Context: an optimization exercise on an open-source flow, tuned for small area, a short achievable clock period and few clock cycles per item. The choices shown serve that exercise and are no tape-out recipe. Function was not checked in any run shown here: the RTL went through the layout flow alone.

--- flow/config.mk ---
export PLATFORM = sky130hd
export DESIGN_NAME = sha256_hasher
export DESIGN_NICKNAME = sha256_hasher
export VERILOG_FILES = /design/flow/design.v
export SDC_FILE = /design/flow/constraint.sdc
export NUM_CORES = 4
export LEC_CHECK = 0
export CAP_MARGIN = 20
export CORE_MARGIN = 2
export CORE_UTILIZATION = 35
export PLACE_DENSITY = 0.5
export SETUP_SLACK_MARGIN = 4.0
export SLEW_MARGIN = 20
--- flow/constraint.sdc ---
create_clock -name core_clock -period 8.8 [get_ports {clk}]
set_input_delay 1.7600 -clock core_clock [delete_from_list [all_inputs] [get_ports {clk}]]
set_output_delay 1.7600 -clock core_clock [all_outputs]
set_load 0.01 [all_outputs]
--- flow/design.v ---
`timescale 1ns/1ps
`default_nettype none
package sha256_pkg;
  typedef logic [32-1:0] sha256_word_t;
  typedef logic [512-1:0] sha256_block_t;
  typedef logic [256-1:0] sha256_state_t;
  typedef logic [$clog2(64)-1:0] round_idx_t;
  typedef logic [6-1:0] block_count_t;
  localparam sha256_state_t SHA256_IV = {
    32'h6a09e667, 32'hbb67ae85, 32'h3c6ef372, 32'ha54ff53a,
    32'h510e527f, 32'h9b05688c, 32'h1f83d9ab, 32'h5be0cd19
  };
  function automatic sha256_word_t sha256_k(input round_idx_t t);
    case (t)
      6'd0: sha256_k = 32'h428a2f98;
      6'd1: sha256_k = 32'h71374491;
      6'd2: sha256_k = 32'hb5c0fbcf;
      6'd3: sha256_k = 32'he9b5dba5;
      6'd4: sha256_k = 32'h3956c25b;
      6'd5: sha256_k = 32'h59f111f1;
      6'd6: sha256_k = 32'h923f82a4;
      6'd7: sha256_k = 32'hab1c5ed5;
      6'd8: sha256_k = 32'hd807aa98;
      6'd9: sha256_k = 32'h12835b01;
      6'd10: sha256_k = 32'h243185be;
      6'd11: sha256_k = 32'h550c7dc3;
      6'd12: sha256_k = 32'h72be5d74;
      6'd13: sha256_k = 32'h80deb1fe;
      6'd14: sha256_k = 32'h9bdc06a7;
      6'd15: sha256_k = 32'hc19bf174;
      6'd16: sha256_k = 32'he49b69c1;
      6'd17: sha256_k = 32'hefbe4786;
      6'd18: sha256_k = 32'h0fc19dc6;
      6'd19: sha256_k = 32'h240ca1cc;
      6'd20: sha256_k = 32'h2de92c6f;
      6'd21: sha256_k = 32'h4a7484aa;
      6'd22: sha256_k = 32'h5cb0a9dc;
      6'd23: sha256_k = 32'h76f988da;
      6'd24: sha256_k = 32'h983e5152;
      6'd25: sha256_k = 32'ha831c66d;
      6'd26: sha256_k = 32'hb00327c8;
      6'd27: sha256_k = 32'hbf597fc7;
      6'd28: sha256_k = 32'hc6e00bf3;
      6'd29: sha256_k = 32'hd5a79147;
      6'd30: sha256_k = 32'h06ca6351;
      6'd31: sha256_k = 32'h14292967;
      6'd32: sha256_k = 32'h27b70a85;
      6'd33: sha256_k = 32'h2e1b2138;
      6'd34: sha256_k = 32'h4d2c6dfc;
      6'd35: sha256_k = 32'h53380d13;
      6'd36: sha256_k = 32'h650a7354;
      6'd37: sha256_k = 32'h766a0abb;
      6'd38: sha256_k = 32'h81c2c92e;
      6'd39: sha256_k = 32'h92722c85;
      6'd40: sha256_k = 32'ha2bfe8a1;
      6'd41: sha256_k = 32'ha81a664b;
      6'd42: sha256_k = 32'hc24b8b70;
      6'd43: sha256_k = 32'hc76c51a3;
      6'd44: sha256_k = 32'hd192e819;
      6'd45: sha256_k = 32'hd6990624;
      6'd46: sha256_k = 32'hf40e3585;
      6'd47: sha256_k = 32'h106aa070;
      6'd48: sha256_k = 32'h19a4c116;
      6'd49: sha256_k = 32'h1e376c08;
      6'd50: sha256_k = 32'h2748774c;
      6'd51: sha256_k = 32'h34b0bcb5;
      6'd52: sha256_k = 32'h391c0cb3;
      6'd53: sha256_k = 32'h4ed8aa4a;
      6'd54: sha256_k = 32'h5b9cca4f;
      6'd55: sha256_k = 32'h682e6ff3;
      6'd56: sha256_k = 32'h748f82ee;
      6'd57: sha256_k = 32'h78a5636f;
      6'd58: sha256_k = 32'h84c87814;
      6'd59: sha256_k = 32'h8cc70208;
      6'd60: sha256_k = 32'h90befffa;
      6'd61: sha256_k = 32'ha4506ceb;
      6'd62: sha256_k = 32'hbef9a3f7;
      6'd63: sha256_k = 32'hc67178f2;
      default: sha256_k = 32'h00000000;
    endcase
  endfunction
  function automatic sha256_word_t rotr(input sha256_word_t x, input int n);
    rotr = (x >> n) | (x << (32 - n));
  endfunction
  function automatic sha256_word_t ch(input sha256_word_t x, y, z);
    ch = (x & y) ^ (~x & z);
  endfunction
  function automatic sha256_word_t maj(input sha256_word_t x, y, z);
    maj = (x & y) ^ (x & z) ^ (y & z);
  endfunction
  function automatic sha256_word_t big_sigma0(input sha256_word_t x);
    big_sigma0 = rotr(x, 2) ^ rotr(x, 13) ^ rotr(x, 22);
  endfunction
  function automatic sha256_word_t big_sigma1(input sha256_word_t x);
    big_sigma1 = rotr(x, 6) ^ rotr(x, 11) ^ rotr(x, 25);
  endfunction
  function automatic sha256_word_t small_sigma0(input sha256_word_t x);
    small_sigma0 = rotr(x, 7) ^ rotr(x, 18) ^ (x >> 3);
  endfunction
  function automatic sha256_word_t small_sigma1(input sha256_word_t x);
    small_sigma1 = rotr(x, 17) ^ rotr(x, 19) ^ (x >> 10);
  endfunction
endpackage
`default_nettype wire
`timescale 1ns/1ps
`default_nettype none
module sha256_hasher (
  input  wire logic                     clk,
  input  wire logic                     block_load,
  input  wire logic                     block_start,
  input  wire logic                     message_load,
  input  wire sha256_pkg::sha256_block_t block,
  output logic                          block_ready,
  output logic                          done,
  output sha256_pkg::sha256_state_t     hash,
  output sha256_pkg::block_count_t      block_count
);
  typedef logic [31:0] word_t;
  logic       st_run;     
  logic       st_ff;      
  logic       st_done;
  logic       last;       
  logic       ready_q;
  logic [5:0] cnt;
  logic       accept;
  logic       idle;       
  logic       r61, r62, r63;   
  logic       use_sa;     
  assign accept = block_start & ready_q;
  logic nx_run, nx_ff, nx_done, nx_last;
  always_comb begin
    nx_run  = accept | (st_run & (cnt != 6'd63));
    nx_ff   = r63;
    nx_done = st_done | (st_ff & last);
    nx_last = accept ? !message_load : last;
  end
  always_ff @(posedge clk or negedge block_load) begin
    if (!block_load) begin
      st_run      <= 1'b0;
      st_ff       <= 1'b0;
      st_done     <= 1'b0;
      last        <= 1'b0;
      ready_q     <= 1'b1;
      cnt         <= 6'd63;
      block_count <= '0;
      idle        <= 1'b1;
      r61         <= 1'b0;
      r62         <= 1'b0;
      r63         <= 1'b0;
      use_sa      <= 1'b1;
    end else begin
      st_run  <= nx_run;
      st_ff   <= nx_ff;
      st_done <= nx_done;
      last    <= nx_last;
      ready_q <= !nx_done && !nx_run && !(nx_ff && nx_last);
      if (accept)                       cnt <= 6'd0;
      else if (st_run && cnt != 6'd63)  cnt <= cnt + 6'd1;
      if (accept) block_count <= block_count + 6'd1;
      idle   <= !nx_run && !nx_ff;
      r61    <= st_run && cnt == 6'd60;
      r62    <= r61;
      r63    <= r62;
      use_sa <= !nx_run || (st_run && (cnt == 6'd60 || cnt == 6'd61 || cnt == 6'd62));
    end
  end
  assign block_ready = ready_q;
  assign done        = st_done;
  function automatic word_t wd(input logic [511:0] v, input int i);
    wd = v[511 - 32*i -: 32];
  endfunction
  function automatic word_t k_next(input logic [5:0] t);
    case (t)
      6'd0: k_next = 32'h71374491;
      6'd1: k_next = 32'hb5c0fbcf;
      6'd2: k_next = 32'he9b5dba5;
      6'd3: k_next = 32'h3956c25b;
      6'd4: k_next = 32'h59f111f1;
      6'd5: k_next = 32'h923f82a4;
      6'd6: k_next = 32'hab1c5ed5;
      6'd7: k_next = 32'hd807aa98;
      6'd8: k_next = 32'h12835b01;
      6'd9: k_next = 32'h243185be;
      6'd10: k_next = 32'h550c7dc3;
      6'd11: k_next = 32'h72be5d74;
      6'd12: k_next = 32'h80deb1fe;
      6'd13: k_next = 32'h9bdc06a7;
      6'd14: k_next = 32'hc19bf174;
      6'd15: k_next = 32'he49b69c1;
      6'd16: k_next = 32'hefbe4786;
      6'd17: k_next = 32'h0fc19dc6;
      6'd18: k_next = 32'h240ca1cc;
      6'd19: k_next = 32'h2de92c6f;
      6'd20: k_next = 32'h4a7484aa;
      6'd21: k_next = 32'h5cb0a9dc;
      6'd22: k_next = 32'h76f988da;
      6'd23: k_next = 32'h983e5152;
      6'd24: k_next = 32'ha831c66d;
      6'd25: k_next = 32'hb00327c8;
      6'd26: k_next = 32'hbf597fc7;
      6'd27: k_next = 32'hc6e00bf3;
      6'd28: k_next = 32'hd5a79147;
      6'd29: k_next = 32'h06ca6351;
      6'd30: k_next = 32'h14292967;
      6'd31: k_next = 32'h27b70a85;
      6'd32: k_next = 32'h2e1b2138;
      6'd33: k_next = 32'h4d2c6dfc;
      6'd34: k_next = 32'h53380d13;
      6'd35: k_next = 32'h650a7354;
      6'd36: k_next = 32'h766a0abb;
      6'd37: k_next = 32'h81c2c92e;
      6'd38: k_next = 32'h92722c85;
      6'd39: k_next = 32'ha2bfe8a1;
      6'd40: k_next = 32'ha81a664b;
      6'd41: k_next = 32'hc24b8b70;
      6'd42: k_next = 32'hc76c51a3;
      6'd43: k_next = 32'hd192e819;
      6'd44: k_next = 32'hd6990624;
      6'd45: k_next = 32'hf40e3585;
      6'd46: k_next = 32'h106aa070;
      6'd47: k_next = 32'h19a4c116;
      6'd48: k_next = 32'h1e376c08;
      6'd49: k_next = 32'h2748774c;
      6'd50: k_next = 32'h34b0bcb5;
      6'd51: k_next = 32'h391c0cb3;
      6'd52: k_next = 32'h4ed8aa4a;
      6'd53: k_next = 32'h5b9cca4f;
      6'd54: k_next = 32'h682e6ff3;
      6'd55: k_next = 32'h748f82ee;
      6'd56: k_next = 32'h78a5636f;
      6'd57: k_next = 32'h84c87814;
      6'd58: k_next = 32'h8cc70208;
      6'd59: k_next = 32'h90befffa;
      6'd60: k_next = 32'ha4506ceb;
      6'd61: k_next = 32'hbef9a3f7;
      6'd62: k_next = 32'hc67178f2;
      6'd63: k_next = 32'h428a2f98;
      default: k_next = 32'h00000000;
    endcase
  endfunction
  logic [511:0] win;               
  word_t a, b, c, d, e, f, g;      
  word_t ps, pc;                   
  word_t H0, H1, H2, H3, H4, H5, H6, H7;
  assign hash = {H0, H1, H2, H3, H4, H5, H6, H7};
  word_t S0, S1, chv, mjv;
  assign S0  = sha256_pkg::big_sigma0(a);
  assign S1  = sha256_pkg::big_sigma1(e);
  assign chv = sha256_pkg::ch(e, f, g);
  assign mjv = sha256_pkg::maj(a, b, c);
  word_t s1, c1, s2, c2, s3, c3, s4, c4, s5, c5, s6, c6;
  always_comb begin
    s1 = ps ^ pc ^ chv;  c1 = ((ps & pc) | (ps & chv) | (pc & chv)) << 1;
    s2 = S0 ^ S1 ^ mjv;  c2 = ((S0 & S1) | (S0 & mjv) | (S1 & mjv)) << 1;
    s3 = s1 ^ c1 ^ s2;   c3 = ((s1 & c1) | (s1 & s2) | (c1 & s2)) << 1;
    s4 = s3 ^ c3 ^ c2;   c4 = ((s3 & c3) | (s3 & c2) | (c3 & c2)) << 1;
    s5 = s1 ^ c1 ^ S1;   c5 = ((s1 & c1) | (s1 & S1) | (c1 & S1)) << 1;
    s6 = s5 ^ c5 ^ d;    c6 = ((s5 & c5) | (s5 & d) | (c5 & d)) << 1;
  end
  word_t a_new, e_new;
  assign a_new = s4 + c4;
  assign e_new = s6 + c6;
  word_t gsel, wsel, kv, ps_n, pc_n;
  assign gsel = st_run ? g : H7;
  assign wsel = st_run ? wd(win, 1) : wd(block, 0);
  assign kv   = k_next(cnt);
  assign ps_n = gsel ^ kv ^ wsel;
  assign pc_n = ((gsel & kv) | (gsel & wsel) | (kv & wsel)) << 1;
  word_t opa, ope, se;
  always_comb begin
    opa = '0;
    ope = '0;
    if (r61)     begin opa = H3; ope = H7; end
    if (r62)     begin opa = H2; ope = H6; end
    if (r63)     begin opa = H1; ope = H5; end
    if (!st_run) begin opa = H0; ope = H4; end
  end
  word_t x0, x1, y0, y1, w_new, sa;
  always_comb begin : sched
    word_t u0, u1, u2, u3;
    if (use_sa) begin
      u0 = idle ? '0 : a;
      u1 = opa;
      u2 = '0;
      u3 = '0;
    end else begin
      u0 = sha256_pkg::small_sigma1(wd(win, 14));
      u1 = wd(win, 9);
      u2 = sha256_pkg::small_sigma0(wd(win, 1));
      u3 = wd(win, 0);
    end
    x0 = u0 ^ u1 ^ u2;  y0 = ((u0 & u1) | (u0 & u2) | (u1 & u2)) << 1;
    x1 = x0 ^ y0 ^ u3;  y1 = ((x0 & y0) | (x0 & u3) | (y0 & u3)) << 1;
  end
  assign w_new = x1 + y1;
  assign sa    = w_new;
  assign se = (idle ? '0 : e) + ope;
  always_ff @(posedge clk) begin
    win <= accept ? block : {win[479:0], w_new};
    ps  <= ps_n;
    pc  <= pc_n;
    if (st_run) begin
      a <= a_new; b <= a; c <= b; d <= c;
      e <= e_new; f <= e; g <= f;
    end else begin
      a <= sa; b <= H1; c <= H2; d <= H3;
      e <= se; f <= H5; g <= H6;
    end
  end
  always_ff @(posedge clk or negedge block_load) begin
    if (!block_load) begin
      {H0, H1, H2, H3, H4, H5, H6, H7} <= sha256_pkg::SHA256_IV;
    end else begin
      if (r61)   begin H3 <= sa; H7 <= se; end
      if (r62)   begin H2 <= sa; H6 <= se; end
      if (r63)   begin H1 <= sa; H5 <= se; end
      if (st_ff) begin H0 <= sa; H4 <= se; end
    end
  end
endmodule
`default_nettype wire
--- flow/run.sh ---
#!/bin/bash
# synth_recipe.tcl (not shown) runs the flow's synth.tcl, then flattens the netlist and writes it again
# the make line also repeats each setting of config.mk as NAME=value (left out here)
make -C /OpenROAD-flow-scripts/flow DESIGN_CONFIG=/design/flow/config.mk WORK_HOME=/design/flow/orfs CLKGATE_MAP_FILE= SYNTH_SCRIPT=/design/flow/synth_recipe.tcl finish
==> impl_results.md, run 1 <==
- DRC: 0
- Worst setup margin: 3450 ps
- Row cnt: 149
- Post-synth top area cell: dfxtp_1
- Largest family of logic cells by synthesized area: simple AND/OR/NAND/NOR gates
- Total GRT Usage: 31.7%
- Hold_buf cts: 0
- Htree depth: 4
- CTS clock-pin slew for the worst setup and hold paths: 60 ps
- CTS tree: built
- Core box area: 165000 um2
- Min Tclk post-route: 5350 ps
- Data required time at the worst endpoint: 9470 ps
- Cell Area, Synth: 58000 um2
- Number of placed I/O pins: 780
- Syn Nets: 7321
- Synth Area in Compound Gates: 9.29%
- Main synth FF type: dfxtp_1
- Status: complete, no violations
- CTS Root Cell: clkbuf_16
- Setup TNS: 0 ps
- Clock buffer depth: 3
- Share of cells above drive strength 1: 19.8%
- Multiplexer share of the synthesized area: 11.6%
- Crit. End Element: flip-flop
- YS warnings: 1
- Post-synth EDFFs: 0
- Post-synthesis async set-or-reset flop share: 25.8%
- Syn Area/Cell: 9.09 um2
- Final hold vios: 0
- Clk Latency, worst-skew pair: 790 ps
- Min-delay worst type: flip-flop to flip-flop
- Normalized max-slew margin: 15.1%
- Critical path class: flip-flop to flip-flop
- Synth area leaders: dfxtp_1, nand2_1, mux2_2, fa_1, dfstp_2
- Post-DR wirelength/cell: 29.1 um
- Port bufs: 779
- DRT Wirelength: 274000 um
- Fmax achieved: 187 MHz
- Via/cell ratio: 5.10
- Inserted Clock Buffers: 130
- Starting Density: 35.2%
- Final ANT Viol Nets: 0
- Die area: 169000 um2
- Crit start category: flip-flop
- Endpoints failing setup: 0
- Post-Synth XOR/XNOR Area: 5.60%
- DR vias: 48000
- Simple-gate share of the synthesized area: 15.3%
- Synthesized flop and latch total: 1077
- Seq/Total Area, Yosys: 39.9%
- Max reg flops: 512
- Fin nets: 8048
- Number of detailed-route iterations in the first pass: 6
- P&R area growth vs syn: 31.5%
- Die Y: 411 um
- Synth unique cells: 78
- DP HPWL: 214000 um
- Arr. time, crit path: 6020 ps
- Worst slew pin tran: 1270 ps
- Synthesized-area fraction occupied by adder cells: 12.8%
- Initial drt markers: 3938
- RSZ-0062 raised after global routing: yes
- Vias in the first global route: 48800
- Synth top area share: 27.6%
- Die width: 411 um
- Worst-path fanout max: 6
- Grt ovf: 0
- Max Transition Viols Final: 0
- Pre-CTS WS: 2050 ps
- Clock sinks: 1077
- Biggest register: win
- Clk_skew: 55.1 ps
- Max-cap viol count: 0
- Final Wtd Congestion: 0.987
- Fin crit share: 60.8%
- Initial antenna violation count: 49
- Largest net degree at the start of global routing: 178
- Synth Instances: 6379
- First-pass GRT wire length: 379000 um
==> worst max-delay path: stages (launching register included) <==
cell and delay, ps:
dfrtp_4 500, nor2b_4 230, clkbuf_16 200, a22oi_2 50, o21ai_1 160, mux2i_1 140
nand2_1 140, o21ai_2 70, fa_1 560, inv_2 40, fa_2 460, fa_2 420
a211o_1 330, a2111oi_4 430, nor3_4 140, o211ai_2 260, a21oi_2 120, or3_4 350
a21oi_4 190, xnor2_4 150, mux2_4 290
==> through the flow <==
step / utilization, % / hold WS (ps) / std cells / instance area (um2)
2_1_floorplan: - / 352 / 6379 / 58100
3_3_place_gp: 41.0 / 403 / 9020 / 67600
3_5_place_dp: 41.1 / 404 / 9020 / 67700
4_1_cts: 45.4 / 418 / 9348 / 74900
5_1_grt: 46.2 / 423 / 9404 / 76200
6_report: 46.3 / 418 / 9411 / 76200
==> logic make-up (layout without fill, tap and decap cells) <==
family | after synthesis | count (layout)
other cells | 0 | 9
flops | 1077 | 1077
simple gates | 2216 | 2216
buf+inv | 817 | 1651
xor+xnor | 369 | 369
compound gates | 869 | 869
mux | 604 | 604
fa+ha+maj | 427 | 427
==> layout make-up <==
cell class	instances	area (um2)
diodes	9	22.5
clock buffers	200	3950
clock inverters	39	696
fillers	16000	88600
inverters	423	1600
multi-input cells	4485	34000
flip-flops and latches	1077	23200
well taps	2189	2740
repair buffers	989	10000
==> routing by layer <==
metal  GRT usage (%)  wire length [um]  up-vias
met5               0               252        -
met4            13.2             13100       38
met3            7.05             17800      473
met2            52.7            129000     1662
met1            39.7            113000    23600
li1                -                 -    22200
==> cell usage after synthesis (12+ instances only) <==
master,count
mux2_2,496
nand4_1,12
mux2i_1,102
o21a_1,15
dfstp_2,145
o31ai_1,16
o21bai_1,21
a211oi_1,23
fa_1,277
nor2b_1,52
nand2_1,1780
nand3_1,46
and3_1,13
xnor2_1,257
o21ai_0,269
xor2_1,111
dfrtp_1,133
a22oi_1,66
inv_1,418
nand2b_1,57
dfxtp_1,799
nor3_1,33
o22ai_1,14
a21o_1,83
o211ai_1,22
nor2_1,180
clkbuf_1,349
buf_1,36
a31oi_1,27
ha_1,149
a21oi_1,227
==> layout by cell type, fill, tap and decap left out, types with 28 or more instances in the layout <==
cell / instances
mux2i_1: 100
mux2_2: 454
clkdlybuf4s50_1: 778
clkbuf_1: 30
dfstp_2: 144
ha_1: 111
clkbuf_8: 37
o21ai_1: 32
xnor2_2: 50
dfxtp_2: 31
clkbuf_16: 134
nand3_1: 41
buf_4: 136
fa_1: 253
nand2_1: 1770
dfxtp_1: 756
xnor2_1: 197
buf_6: 35
nor2_1: 170
mux2_4: 42
ha_4: 28
a22oi_1: 59
nand2b_1: 57
a21o_1: 82
dfrtp_1: 128
xor2_1: 99
a21oi_1: 197
inv_1: 406
nor2b_1: 49
o21ai_0: 215
==> path summary, 6_finish.rpt <==
check	start	endpoint	slack, ps	depth (start not counted)
max reg2reg	r62	win[29]	3450	20
max	r62	win[29]	3450	20
min reg2reg	win[141]	win[173]	420	2
min	win[141]	win[173]	420	2
max in group asynchronous	block_load	st_run	6690	2
min in group asynchronous	block_load	H7[1]	810	1
==> timing repair <==
action	in CTS	in global routing
pin swaps	75	75
setup endpoints to repair	307	194
cloned	2	1
resized for setup	369	188
buffers inserted	87	53
==> run 2: changes to the inputs <==
--- a/flow/config.mk
+++ b/flow/config.mk
@@ -11,3 +11,3 @@
 export PLACE_DENSITY = 0.5
-export SETUP_SLACK_MARGIN = 4.0
+export SETUP_SLACK_MARGIN = 3.3
 export SLEW_MARGIN = 20
==> run 2 against run 1 <==
Compared with the run above: utilization decreased by 1.8 points; register-to-register slack worse by 120 ps; global-route usage shrank 1.5 points; final cell count shrank 1.2%; clock-buffer cell count shrank 10; synthesized cell count stayed put; critical endpoint is now a[29]; still clean on timing, DRC and antenna.
==> impl_results.md, run 2 <==
- Grt ovf: 0 (unchanged)
- R2R setup slack: 3320 ps (-120 ps)
- Initial antenna violation count: 51 (+4.1%)
- Share of cells above drive strength 1: 15.3% (-4.5 points)
- WHS Endpoint: win[148]
- Clk_skew: 53.9 ps (-1.18 ps)
- Main synth FF type: dfxtp_1
- DP HPWL: 207000 um (-3.3%)
- Most common cell in the synthesized netlist: nand2_1
- Crit start category: flip-flop
- CTS tree: built
- Port bufs: 779 (unchanged)
- Worst-path fanout max: 6 (unchanged)
- Initial drt markers: 3786 (-3.9%)
- Clock buffer depth: 3 (unchanged)
- Fmax achieved: 183 MHz (-2.3%)
- Post-synth top area cell: dfxtp_1
- Via/cell ratio: 5.07 (-0.54%)
- Final hold vios: 0 (unchanged)
- Post-synthesis async set-or-reset flop share: 25.8% (unchanged)
- P&R area growth vs syn: 26.3%
- Synth unique cells: 78 (unchanged)
- DRT Wirelength: 261000 um (-4.6%)
- Max reg flops: 512 (unchanged)
- Most common cell on crit path: fa_1
- Data required time at the worst endpoint: 9450 ps (-20 ps)
- RR Endpoint: a[29]
- Min Hold Slack: 408 ps (-10.7 ps)
- Critical path's top delay family: adder cells
- Die width: 411 um (unchanged)
- Min Tclk post-route: 5480 ps (+124 ps)
- CP Launch Point: r61
- Seq/Total Area, Yosys: 39.9% (unchanged)
- Post-synth EDFFs: 0 (unchanged)
- Crit-path max cell delay: 530 ps (-30 ps)
- DR vias: 47100 (-1.7%)
- WP buf/inv: 3 (+1)
- Post-route design area: 73200 um2 (-3.9%)
- Syn Area/Cell: 9.09 um2 (unchanged)
- Total GRT Usage: 30.2% (-1.5 points)
- Post-DR wirelength/cell: 28.1 um (-3.5%)
- Fin nets: 7940 (-1.3%)
- Die area: 169000 um2 (unchanged)
- Fin crit share: 62.2% (+1.4 points)
- Htree depth: 4 (unchanged)
- Synth Instances: 6379 (unchanged)
- Arr. time, crit path: 6120 ps (+100 ps)
- Most frequent cells in the layout: nand2_1, dfxtp_1, clkdlybuf4s50_1
- Status: complete, no violations
- Worst slew pin tran: 1140 ps (-134 ps)
- Crit. End Element: flip-flop
- Max-cap viol count: 0 (unchanged)
- Number of placed I/O pins: 780 (unchanged)
- Crit-path slowest cell: fa_1
- Min-delay worst type: flip-flop to flip-flop
- Endpoints failing setup: 0 (unchanged)
- Post-DP Area: 67600 um2 (-0.15%)
- Synth area leaders: dfxtp_1, nand2_1, mux2_2, fa_1, dfstp_2
- CTS Root Cell: clkbuf_16
- Row cnt: 149 (unchanged)
- Final Wtd Congestion: 0.997 (+0.99%)
- Biggest register: win
- Critical path class: flip-flop to flip-flop
- First-pass GRT wire length: 362000 um (-4.3%)
- Hold_buf cts: 0 (unchanged)
- CP cell instances: nor2b_4 -> buf_12 -> a22oi_2 -> o21ai_1 -> mux2i_1 -> nand2_1 -> o21ai_2 -> fa_1 -> fa_1 -> inv_2 -> ha_4 -> fa_2 -> a211o_1 -> a2111oi_4 -> buf_4 -> nor3_4 -> o211ai_2 -> a21oi_2 -> or3_4 -> a21oi_4 -> xnor2_4 -> mux2_4
- Max Transition Viols Final: 0 (unchanged)
- Hold Path Depth: 2 (unchanged)
- FF-to-FF path depth: 22 (+10%)
- Final ANT Viol Nets: 0 (unchanged)
- YS warnings: 1 (unchanged)
- Clock sinks: 1077 (unchanged)
- Vias in the first global route: 47400 (-2.9%)
- Synth top area share: 27.6% (unchanged)
- Number of detailed-route iterations in the first pass: 7 (+1)
- CTS clock-pin slew for the worst setup and hold paths: 60 ps (about the same)
- Clk Latency, worst-skew pair: 770 ps (-20 ps)
- Largest net degree at the start of global routing: 223 (+25%)
- Commonest non-fill, non-tap cell in the layout: nand2_1
- RSZ-0062 raised after global routing: yes
- Synthesized flop and latch total: 1077 (unchanged)
- Die Y: 411 um (unchanged)
- R2r startpoint: r61
- Cell Area, Synth: 58000 um2 (unchanged)
- Hold path startpoint: win[116]
- Syn Nets: 7321 (unchanged)
- DRC: 0 (unchanged)
- Starting Density: 35.2% (unchanged)
- Setup TNS: 0 ps (unchanged)
- Core box area: 165000 um2 (unchanged)
- Post-synth top cells: nand2_1, dfxtp_1, mux2_2, inv_1, clkbuf_1
- Normalized max-slew margin: 24.0% (+8.9 points)
- Inserted Clock Buffers: 130 (unchanged)
run 2: cell counts after synthesis:
Identical to the previous run, type by type.
run 2: final cells by class:
cell class | instances | area [um2]
multi-input cells | 4485 | 32300
well taps | 2189 | 2740
fillers | 16300 | 91600
clock inverters | 42 | 727
repair buffers | 881 | 8870
clock buffers | 190 | 3800
inverters | 423 | 1590
diodes | 11 | 27.5
flip-flops and latches | 1077 | 23200
run 2: per-layer routing:
layer | track usage (%) | up-vias | share of wire [%]
met1 | 38.1 | 23100 | 42
met3 | 6.21 | 439 | 6.1
met5 | 0 | - | 0.12
li1 | - | 22000 | -
met2 | 50.7 | 1568 | 48
met4 | 11.3 | 50 | 4.1
run 2: logic make-up after synthesis:
logic type / after synthesis / synth area share, %
AND/OR/NAND/NOR: 2216 / 15.3
flip-flops: 1077 / 39.9
AO/OA/AOI/OAI: 869 / 9.29
buffers and inverters: 817 / 5.43
multiplexers: 604 / 11.6
adder cells (fa/ha/maj): 427 / 12.8
XOR/XNOR: 369 / 5.60
run 2: worst reg2reg max path, delay by kind of cell, from the launching register on:
family	cells	cell delay [ps]
fa+ha+maj	4	1570
compound gates	8	1510
simple gates	4	680
mux	2	560
flops	1	520
buf+inv	3	380
xor+xnor	1	160
run 2: per-stage QoR:
step | utilization (%) | worst slack [ps] | cells
after global routing | 44.4 | 3190 | 9295
after global placement | 41.0 | 2050 | 9014
after CTS | 44.1 | 3210 | 9269
after detailed placement | 41.0 | 2050 | 9014
final | 44.4 | 3320 | 9298
after floorplan | - | 3360 | 6379
run 2: timing repair:
item	4_1_cts	5_1_grt
setup endpoints to repair	197	127
gates resized for setup	88	67
gates cloned	0	1
pin swaps	13	30
buffers inserted	23	17
run 2: how the worst max path moves through the flow:
stage | end | slack, ps | cells past startpoint
after floorplan | win[29] | 3360 | 20
after global placement | H3[27] | 2050 | 14
after detailed placement | H1[23] | 2050 | 16
after CTS | a[19] | 3210 | 19
after global routing | a[29] | 3190 | 22
final | a[29] | 3320 | 22
==> run 3: changes to the inputs <==
--- a/flow/design.v
+++ b/flow/design.v
@@ -118,19 +118,23 @@
   typedef logic [31:0] word_t;
-  logic       st_run;     
-  logic       st_ff;      
+  logic       st_run;          
+  logic       st_ff;           
+  logic       st_pre;          
+  logic       pend;            
   logic       st_done;
-  logic       last;       
+  logic       last;            
   logic       ready_q;
+  logic       busy;            
+  logic       r61, r62, r63;   
   logic [5:0] cnt;
   logic       accept;
-  logic       idle;       
-  logic       r61, r62, r63;   
-  logic       use_sa;     
+  logic       start;           
   assign accept = block_start & ready_q;
-  logic nx_run, nx_ff, nx_done, nx_last;
+  assign start  = st_pre | (st_ff & pend);
+  logic nx_run, nx_ff, nx_done, nx_last, nx_idle;
   always_comb begin
-    nx_run  = accept | (st_run & (cnt != 6'd63));
+    nx_run  = start | (st_run & !r63);
     nx_ff   = r63;
-    nx_done = st_done | (st_ff & last);
+    nx_done = st_done | (st_ff & last & !pend);
     nx_last = accept ? !message_load : last;
+    nx_idle = !nx_run && !nx_ff && !nx_done && !(accept && !st_run);
   end
@@ -140,2 +144,4 @@
       st_ff       <= 1'b0;
+      st_pre      <= 1'b0;
+      pend        <= 1'b0;
       st_done     <= 1'b0;
@@ -143,5 +149,3 @@
       ready_q     <= 1'b1;
-      cnt         <= 6'd63;
-      block_count <= '0;
-      idle        <= 1'b1;
+      busy        <= 1'b0;
       r61         <= 1'b0;
@@ -149,3 +153,4 @@
       r63         <= 1'b0;
-      use_sa      <= 1'b1;
+      cnt         <= 6'd63;
+      block_count <= '0;
     end else begin
@@ -153,13 +158,14 @@
       st_ff   <= nx_ff;
+      st_pre  <= accept && !st_run;
+      pend    <= accept && st_run;
       st_done <= nx_done;
       last    <= nx_last;
-      ready_q <= !nx_done && !nx_run && !(nx_ff && nx_last);
-      if (accept)                       cnt <= 6'd0;
-      else if (st_run && cnt != 6'd63)  cnt <= cnt + 6'd1;
+      ready_q <= nx_idle || (r62 && !last);
+      busy    <= nx_run || nx_ff;
+      r61     <= st_run && cnt == 6'd60;
+      r62     <= r61;
+      r63     <= r62;
+      if (start)                       cnt <= 6'd0;
+      else if (st_run && cnt != 6'd63) cnt <= cnt + 6'd1;
       if (accept) block_count <= block_count + 6'd1;
-      idle   <= !nx_run && !nx_ff;
-      r61    <= st_run && cnt == 6'd60;
-      r62    <= r61;
-      r63    <= r62;
-      use_sa <= !nx_run || (st_run && (cnt == 6'd60 || cnt == 6'd61 || cnt == 6'd62));
     end
@@ -242,3 +248,3 @@
   word_t a, b, c, d, e, f, g;      
-  word_t ps, pc;                   
+  word_t p;                        
   word_t H0, H1, H2, H3, H4, H5, H6, H7;
@@ -250,21 +256,29 @@
   assign mjv = sha256_pkg::maj(a, b, c);
-  word_t s1, c1, s2, c2, s3, c3, s4, c4, s5, c5, s6, c6;
+  word_t s1, c1, s2, c2, s3, c3, s4, c4, s5, c5;
   always_comb begin
-    s1 = ps ^ pc ^ chv;  c1 = ((ps & pc) | (ps & chv) | (pc & chv)) << 1;
-    s2 = S0 ^ S1 ^ mjv;  c2 = ((S0 & S1) | (S0 & mjv) | (S1 & mjv)) << 1;
-    s3 = s1 ^ c1 ^ s2;   c3 = ((s1 & c1) | (s1 & s2) | (c1 & s2)) << 1;
-    s4 = s3 ^ c3 ^ c2;   c4 = ((s3 & c3) | (s3 & c2) | (c3 & c2)) << 1;
-    s5 = s1 ^ c1 ^ S1;   c5 = ((s1 & c1) | (s1 & S1) | (c1 & S1)) << 1;
-    s6 = s5 ^ c5 ^ d;    c6 = ((s5 & c5) | (s5 & d) | (c5 & d)) << 1;
+    s1 = p ^ chv ^ mjv;  c1 = ((p & chv) | (p & mjv) | (chv & mjv)) << 1;
+    s2 = s1 ^ c1 ^ S0;   c2 = ((s1 & c1) | (s1 & S0) | (c1 & S0)) << 1;
+    s3 = s2 ^ c2 ^ S1;   c3 = ((s2 & c2) | (s2 & S1) | (c2 & S1)) << 1;
+    s4 = p ^ chv ^ d;    c4 = ((p & chv) | (p & d) | (chv & d)) << 1;
+    s5 = s4 ^ c4 ^ S1;   c5 = ((s4 & c4) | (s4 & S1) | (c4 & S1)) << 1;
   end
   word_t a_new, e_new;
-  assign a_new = s4 + c4;
-  assign e_new = s6 + c6;
-  word_t gsel, wsel, kv, ps_n, pc_n;
+  assign a_new = s3 + c3;
+  assign e_new = s5 + c5;
+  word_t gsel, kv, p_n;
   assign gsel = st_run ? g : H7;
-  assign wsel = st_run ? wd(win, 1) : wd(block, 0);
   assign kv   = k_next(cnt);
-  assign ps_n = gsel ^ kv ^ wsel;
-  assign pc_n = ((gsel & kv) | (gsel & wsel) | (kv & wsel)) << 1;
-  word_t opa, ope, se;
+  assign p_n  = gsel + kv + wd(win, 0);
+  word_t w_new;
+  always_comb begin : sched
+    word_t u0, u1, u2, u3, x0, x1, y0, y1;
+    u0 = sha256_pkg::small_sigma1(wd(win, 14));
+    u1 = wd(win, 9);
+    u2 = sha256_pkg::small_sigma0(wd(win, 1));
+    u3 = wd(win, 0);
+    x0 = u0 ^ u1 ^ u2;  y0 = ((u0 & u1) | (u0 & u2) | (u1 & u2)) << 1;
+    x1 = x0 ^ y0 ^ u3;  y1 = ((x0 & y0) | (x0 & u3) | (y0 & u3)) << 1;
+    w_new = x1 + y1;
+  end
+  word_t opa, ope, sa, se;
   always_comb begin
@@ -277,26 +291,7 @@
   end
-  word_t x0, x1, y0, y1, w_new, sa;
-  always_comb begin : sched
-    word_t u0, u1, u2, u3;
-    if (use_sa) begin
-      u0 = idle ? '0 : a;
-      u1 = opa;
-      u2 = '0;
-      u3 = '0;
-    end else begin
-      u0 = sha256_pkg::small_sigma1(wd(win, 14));
-      u1 = wd(win, 9);
-      u2 = sha256_pkg::small_sigma0(wd(win, 1));
-      u3 = wd(win, 0);
-    end
-    x0 = u0 ^ u1 ^ u2;  y0 = ((u0 & u1) | (u0 & u2) | (u1 & u2)) << 1;
-    x1 = x0 ^ y0 ^ u3;  y1 = ((x0 & y0) | (x0 & u3) | (y0 & u3)) << 1;
-  end
-  assign w_new = x1 + y1;
-  assign sa    = w_new;
-  assign se = (idle ? '0 : e) + ope;
+  assign sa = (busy ? a : '0) + opa;
+  assign se = (busy ? e : '0) + ope;
   always_ff @(posedge clk) begin
     win <= accept ? block : {win[479:0], w_new};
-    ps  <= ps_n;
-    pc  <= pc_n;
+    p   <= p_n;
     if (st_run) begin
--- a/flow/config.mk
+++ b/flow/config.mk
@@ -11,3 +11,3 @@
 export PLACE_DENSITY = 0.5
-export SETUP_SLACK_MARGIN = 3.3
+export SETUP_SLACK_MARGIN = 4.3
 export SLEW_MARGIN = 20
==> run 3 against run 2 <==
Compared with the run above: register-to-register slack better by 480 ps; largest cell class unchanged; clock skew is 16 ps lower; synthesized cell count is 1.6% lower; design area is 3.5% higher; wire length is 6.1% lower; flip-flop and latch count is 30 lower; critical endpoint is now p[31]; worst hold slack better by 8.1 ps.
==> impl_results.md, run 3 <==
- DRT Wirelength: 245000 um (-6.1%)
- Core box area: 163000 um2 (-1.0%)
- Final hold vios: 0 (unchanged)
- Crit start category: flip-flop
- Arr. time, crit path: 5690 ps (-430 ps)
- R2R setup slack: 3800 ps (+480 ps)
- Synthesized-area fraction occupied by adder cells: 14.0% (+1.2 points)
- Synth Area in Compound Gates: 9.62% (+0.33 points)
- First-pass GRT wire length: 347000 um (-4.3%)
- Max Transition Viols Final: 0 (unchanged)
- Crit-path max cell delay: 670 ps (+140 ps)
- Die Y: 410 um (-0.32%)
- Initial antenna violation count: 35 (-31%)
- Syn Area/Cell: 9.18 um2 (+1.0%)
- Post-Synth XOR/XNOR Area: 6.51% (+0.91 points)
- Biggest register: win
- Vias in the first global route: 48300 (+1.8%)
- Port bufs: 779 (unchanged)
- Setup TNS: 0 ps (unchanged)
- Post-DR wirelength/cell: 26.2 um (-6.7%)
- YS warnings: 1 (unchanged)
- DR vias: 47000 (-0.21%)
- Fin nets: 8050 (+1.4%)
- Final Wtd Congestion: 0.941 (-5.6%)
- P&R area growth vs syn: 31.5%
- Min Tclk post-route: 5000 ps (-480 ps)
- Grt ovf: 0 (unchanged)
- Max reg flops: 512 (unchanged)
- DRC: 0 (unchanged)
- Clk Latency, worst-skew pair: 770 ps (about the same)
- Largest family of logic cells by synthesized area: simple AND/OR/NAND/NOR gates
- Inserted Clock Buffers: 119 (-8.5%)
- CTS tree: built
- Synth top area share: 26.7% (-0.90 points)
- RSZ-0062 raised after global routing: yes
- Number of placed I/O pins: 780 (unchanged)
- Clock sinks: 1047 (-2.8%)
- Most common cell in the synthesized netlist: nand2_1
- Worst setup margin: 3800 ps (+480 ps)
- Simple-gate share of the synthesized area: 15.3% (-0.075 points)
- Final core utilization: 46.4% (+2.0 points)
- Row cnt: 148 (-0.67%)
- Die area: 168000 um2 (-0.63%)
- Post-synth top area cell: dfxtp_1
- Post-synthesis async set-or-reset flop share: 26.6% (+0.84 points)
- WP buf/inv: 4 (+1)
- Synth unique cells: 77 (-1.3%)
- Synth area leaders: dfxtp_1, nand2_1, mux2_2, fa_1, dfstp_2
- Clock buffer depth: 3 (unchanged)
- Total GRT Usage: 28.5% (-1.7 points)
- Cell Area, Synth: 57600 um2 (-0.64%)
- Starting Density: 35.3% (+0.13 points)
- Status: complete, no violations
- Crit. End Element: flip-flop
- Fmax achieved: 200 MHz (+9.6%)
- CP cell instances: clkinvlp_4 -> buf_8 -> ha_4 -> nand2_8 -> buf_4 -> a221oi_4 -> a21oi_2 -> a21oi_4 -> fa_2 -> inv_2 -> fa_2 -> nor2b_2 -> o211ai_1 -> nand3_2 -> a41oi_4 -> o31ai_4 -> a21oi_2 -> a31oi_4 -> a211o_1 -> o31ai_2 -> xnor2_1
- Post-synth EDFFs: 0 (unchanged)
- Die width: 410 um (-0.32%)
- Hold_buf cts: 0 (unchanged)
- Crit-path slowest cell: dfstp_4
- Commonest non-fill, non-tap cell in the layout: nand2_1
- Clk_skew: 38.3 ps (-15.6 ps)
- Seq/Total Area, Yosys: 39.1% (-0.78 points)
- Multiplexer share of the synthesized area: 11.0% (-0.65 points)
- Max-cap viol count: 0 (unchanged)
- Share of cells above drive strength 1: 21.5% (+6.2 points)
- Synth Instances: 6275 (-1.6%)
- Final ANT Viol Nets: 0 (unchanged)
- DP HPWL: 189000 um (-8.7%)
- CTS clock-pin slew for the worst setup and hold paths: 60 ps (about the same)
- Synthesized flop and latch total: 1047 (-2.8%)
- Largest net degree at the start of global routing: 218 (-2.2%)
- Worst-path fanout max: 7 (+1)
- Pre-CTS WS: 2220 ps (+175 ps)
- Main synth FF type: dfxtp_1
- Endpoints failing setup: 0 (unchanged)
- Htree depth: 3 (-1)
- Fillcell total: 15700 (-3.3%)
- Initial drt markers: 3330 (-12%)
- Critical path's top delay family: compound AO/OA/AOI/OAI gates
- Number of detailed-route iterations in the first pass: 5 (-2)
- Data required time at the worst endpoint: 9500 ps (+50 ps)
- Fin crit share: 56.8% (-5.5 points)
- Normalized max-slew margin: 29.0% (+5.0 points)
- Worst slew pin tran: 1060 ps (-75.6 ps)
- Most frequent cells in the layout: nand2_1, clkdlybuf4s50_1, dfxtp_1
- Post-synth top cells: nand2_1, dfxtp_1, mux2_2, inv_1, xnor2_1
- CTS Root Cell: clkbuf_16
- Via/cell ratio: 5.03 (-0.86%)
- Critical path class: flip-flop to flip-flop
- Min-delay worst type: flip-flop to flip-flop
- Syn Nets: 7260 (-0.83%)
## run 3: cell count changes in the layout (fill, tap and decap cells not counted), moves of 33 or more
cell      delta
and2_1      +65
nor2_1      +33
dfxtp_1     -86
mux2i_1     -78
buf_4       +89
nand2_1    -118
nor2b_1     -36
xnor2_1     +70
o21ai_0     -79
ha_4        +34
nand2b_1    -40
inv_1       -84
## run 3: final timing paths
kind,start,end,cells past startpoint
min in group asynchronous,block_load,H1[1],1
max in group asynchronous,block_load,cnt[0],3
max reg2reg,cnt[0],p[31],21
min,win[191],win[223],2
min reg2reg,win[191],win[223],2
max,cnt[0],p[31],21
## run 3: kinds of logic after synthesis
kind of cell / after synthesis
mux: 555
flops: 1047
compound gates: 874
simple gates: 2184
buf+inv: 688
xor+xnor: 428
fa+ha+maj: 499
## run 3: metrics by stage
stage               hold WS, ps  cell area [um2]  std cells
finish                      416            75800       9359
global route                430            75700       9353
CTS                         412            74300       9295
detailed placement          404            67700       8962
global placement            403            67700       8962
floorplan                   378            57900       6275
## run 3: area by class of cell
type | instances | area, um2 | area share [%]
flip-flops and latches | 1047 | 22700 | 30.0
multi-input cells | 4540 | 34700 | 45.7
diodes | 12 | 30.0 | 0.0396
inverters | 350 | 1350 | 1.78
well taps | 2175 | 2720 | 3.59
clock buffers | 175 | 3460 | 4.57
repair buffers | 1007 | 10100 | 13.3
clock inverters | 53 | 736 | 0.971
## run 3: repair_timing
item	in CTS	in global routing
endpoints found under the hold margin	0	0
setup endpoints to repair	221	145
setup buffers	101	51
gates resized for setup	324	230
cloned	4	1
pin swaps	113	136
## run 3: worst reg2reg max path: stages, from the launching register on
cell        delay [ps]
dfstp_4            670
clkinvlp_4         150
buf_8              150
ha_4               420
nand2_8            110
buf_4              180
a221oi_4           260
a21oi_2             70
a21oi_4            240
fa_2               520
inv_2               80
fa_2               210
nor2b_2             50
o211ai_1           280
nand3_2            160
a41oi_4            250
o31ai_4            110
a21oi_2            220
a31oi_4            120
a211o_1            320
o31ai_2            250
xnor2_1            140
## run 3: routing by layer
metal  vias to the layer above  wire, um  share of wire [%]  GRT usage, %
met2                      1423    118000                 48          48.7
met4                        38     13500                5.5          13.9
met3                       388     14400                5.9          5.48
met5                         -       253               0.10             0
li1                      22300         -                  -             -
met1                     22900     98600                 40          34.1
==> run 4: changes to the inputs <==
==> flow/flow/run.sh (new file) <==
#!/bin/bash
# The standard layout (the standard.sh, unchanged synthesis and steps),
# except that the port buffers are made from the smallest buffer cell.
set -euo pipefail
export BUFFER_PORTS_ARGS="-buffer_cell sky130_fd_sc_hd__buf_1"
bash standard.sh > standard.log 2>&1
==> flow/standard.sh (new file) <==
#!/bin/bash
# synth_recipe.tcl (not shown) runs the flow's synth.tcl, then flattens the netlist and writes it again
# the make line also repeats each setting of config.mk as NAME=value (left out here)
make -C /OpenROAD-flow-scripts/flow DESIGN_CONFIG=/design/flow/config.mk WORK_HOME=/design/flow/orfs CLKGATE_MAP_FILE= SYNTH_SCRIPT=/design/flow/synth_recipe.tcl "${@:-finish}"
removed: flow/run.sh
==> run 4 against run 3 <==
Compared with the run above: still clean; maximum frequency is 1.2% lower; utilization is 3.0 points lower; design area is 6.5% lower; area after synthesis stayed put; global-route usage is 1.1 points lower; sequential share of layout area is 2.1 points higher; via count hardly changed; critical path depth is 1 lower; clock skew is 6.7 ps lower; critical path type unchanged.
==> impl_results.md, run 4 <==
- Status: complete, no violations
- Post-synth EDFFs: 0 (unchanged)
- YS warnings: 1 (unchanged)
- Vias in the first global route: 48000 (-0.55%)
- FF-to-FF path depth: 20 (-4.8%)
- Clk Latency, worst-skew pair: 770 ps (about the same)
- Non-filler cells in the finished layout: 9337 (-0.24%)
- R2R setup slack: 3740 ps (-60 ps)
- Via/cell ratio: 5.04 (+0.33%)
- Clk_skew: 31.6 ps (-6.71 ps)
- Worst Setup EP: p[31]
- Row cnt: 148 (unchanged)
- Starting Density: 35.3% (unchanged)
- Crit. End Element: flip-flop
- Final core utilization: 43.4% (-3.0 points)
- Normalized max-slew margin: 33.9% (+4.9 points)
- Initial drt markers: 3329 (-0.030%)
- Crit start category: flip-flop
- Synthesized flop and latch total: 1047 (unchanged)
- Post-DR wirelength/cell: 25.2 um (-3.6%)
- Fillcell total: 16300 (+3.4%)
- Setup TNS: 0 ps (unchanged)
- Die area: 168000 um2 (unchanged)
- DRC: 0 (unchanged)
- Most frequent cells in the layout: nand2_1, buf_1, dfxtp_1
- DRT Wirelength: 236000 um (-3.8%)
- DP HPWL: 182000 um (-4.2%)
- Data required time at the worst endpoint: 9490 ps (about the same)
- Inserted Clock Buffers: 120 (+0.84%)
- Final ANT Viol Nets: 0 (unchanged)
- Number of placed I/O pins: 780 (unchanged)
- Fin crit share: 57.5% (+0.69 points)
- Max-cap viol count: 0 (unchanged)
- Arr. time, crit path: 5750 ps (+60 ps)
- Syn Nets: 7260 (unchanged)
- Final Wtd Congestion: 0.963 (+2.3%)
- Htree depth: 3 (unchanged)
- Port bufs: 779 (unchanged)
- Min Hold Slack: 403 ps (-13.1 ps)
- Max reg flops: 512 (unchanged)
- Most common cell in the synthesized netlist: nand2_1
- Endpoints failing setup: 0 (unchanged)
- Synth Instances: 6275 (unchanged)
- First-pass GRT wire length: 336000 um (-3.0%)
- P&R area growth vs syn: 23.0%
- Die Y: 410 um (unchanged)
- Clock buffer depth: 3 (unchanged)
- Synth unique cells: 77 (unchanged)
- DR vias: 47100 (+0.089%)
- CTS clock-pin slew for the worst setup and hold paths: 60 ps (about the same)
- Number of detailed-route iterations in the first pass: 6 (+1)
- Main synth FF type: dfxtp_1
- Post-synth top cells: nand2_1, dfxtp_1, mux2_2, inv_1, xnor2_1
- Core box area: 163000 um2 (unchanged)
- Initial antenna violation count: 13 (-63%)
- Total GRT Usage: 27.4% (-1.1 points)
- Worst-path fanout max: 8 (+1)
- Syn Area/Cell: 9.18 um2 (unchanged)
- Synth top area share: 26.7% (unchanged)
- Worst slew pin tran: 992 ps (-72.8 ps)
- Fin nets: 8044 (-0.075%)
- Synth area leaders: dfxtp_1, nand2_1, mux2_2, fa_1, dfstp_2
- Post-synthesis async set-or-reset flop share: 26.6% (unchanged)
- Clock sinks: 1047 (unchanged)
- Grt ovf: 0 (unchanged)
- CTS tree: built
- Final hold vios: 0 (unchanged)
- Post-synth top area cell: dfxtp_1
- RR Endpoint: p[31]
- Biggest register: win
- Min Tclk post-route: 5060 ps (+60.6 ps)
- CTS Root Cell: clkbuf_16
- Cell Area, Synth: 57600 um2 (unchanged)
- Min-delay worst type: flip-flop to flip-flop
- Largest net degree at the start of global routing: 172 (-21%)
- R2r startpoint: cnt[0]
- Seq/Total Area, Yosys: 39.1% (unchanged)
- Share of cells above drive strength 1: 21.3% (-0.14 points)
- Hold_buf cts: 0 (unchanged)
- Commonest non-fill, non-tap cell in the layout: nand2_1
- CP Launch Point: cnt[0]
- Critical path class: flip-flop to flip-flop
- RSZ-0062 raised after global routing: yes
- Max Transition Viols Final: 0 (unchanged)
- Fmax achieved: 198 MHz (-1.2%)
- Die width: 410 um (unchanged)
- Placed cell count: 8953 (-0.10%)
-- run 4: cell counts after synthesis --
No cell type changed its count.
-- run 4: how the worst min path moves through the flow --
stage             start  cells past startpoint        to
2_1_floorplan       r61                      0       r62
3_3_place_gp   win[323]                      2  win[355]
3_5_place_dp    win[30]                      2   win[62]
4_1_cts        win[388]                      2  win[420]
5_1_grt        win[169]                      2  win[201]
6_report       win[388]                      2  win[420]
-- run 4: layout make-up --
cell class	count	area, um2	area share (%)
diodes	3	7.51	0.0106
clock buffers	175	3550	5.02
clock inverters	47	676	0.954
inverters	350	1340	1.89
multi-input cells	4540	34700	48.9
flip-flops and latches	1047	22700	32.1
well taps	2175	2720	3.84
repair buffers	1000	5120	7.23
-- run 4: kinds of logic (layout without fill, tap and decap cells) --
family / Yosys count / count (layout) / share of synthesized area, %
simple gates: 2184 / 2184 / 15.3
flops: 1047 / 1047 / 39.1
compound gates: 874 / 874 / 9.62
buf+inv: 688 / 1572 / 4.48
mux: 555 / 555 / 11.0
fa+ha+maj: 499 / 499 / 14.0
xor+xnor: 428 / 428 / 6.51
other cells: 0 / 3 / 0
-- run 4: critical path: stages (launching register included) --
cell	delay [ps]
dfstp_4	670
clkinvlp_4	160
buf_6	150
ha_4	400
nor2_4	100
nor2_2	160
nor2_1	90
a211oi_2	230
a211oi_1	80
a21oi_2	340
fa_1	480
ha_1	330
nand2_1	130
o21ai_1	120
or2_2	350
a21oi_4	190
a31o_2	210
a31oi_4	50
a211o_1	310
o31ai_2	240
xnor2_1	150
-- run 4: timing repair --
item | in CTS | in global routing
pin swaps | 94 | 133
setup buffers | 97 | 61
gates resized for setup | 287 | 258
endpoints found under the setup margin | 224 | 145
hold endpoints to repair | 0 | 0
cloned | 1 | 0
-- run 4: per-stage QoR --
step / instance area, um2 / worst slack, ps
6_report: 70800 / 3740
2_1_floorplan: 57900 / 4060
5_1_grt: 70800 / 3680
3_5_place_dp: 62900 / 2660
4_1_cts: 69200 / 3750
3_3_place_gp: 62900 / 2750
-- run 4: routing by layer --
metal  part of all wire (%)  GRT usage [%]  vias to the layer above
li1                       -              -                    22200
met1                     40           33.1                    22900
met2                     48           46.5                     1522
met3                    5.4           4.61                      449
met4                    6.2           14.6                       14
met5                  0.041              0                        -

[re-timing with driven ports]
The flow's constraints put no driver on any port. The routed layouts listed below were extracted and timed again, unchanged, in two steps.
Step 1 sets driving cells, clkbuf_16 on the clock port and buf_2 on the other inputs (assumed; they add their load-dependent delay and slew).
Step 2, shift: input delay + t, output delay - t, t = (earliest + latest rising clock arrival at the registers) / 2. This alone moves slack from input paths to output paths.
Slacks: no drivers / after step 1 / after step 2; pairs: no drivers / after step 1.
| run | t, ns | setup WS [ns] | clock arrival spread, ns | worst slew at a driven data input, ns |
|---|---|---|---|---|
| run 1 | 0.863 | 3.449 / 3.449 / 3.449 | 0.063 / 0.063 | 0.20 |
| run 2 | 0.838 | 3.325 / 3.325 / 3.325 | 0.063 / 0.063 | 0.21 |
| run 3 | 0.839 | 3.805 / 3.805 / 3.805 | 0.045 / 0.045 | 0.14 |
| run 4 | 0.837 | 3.744 / 3.744 / 3.744 | 0.038 / 0.038 | 0.14 |
After both steps setup and hold are still met in every run listed.
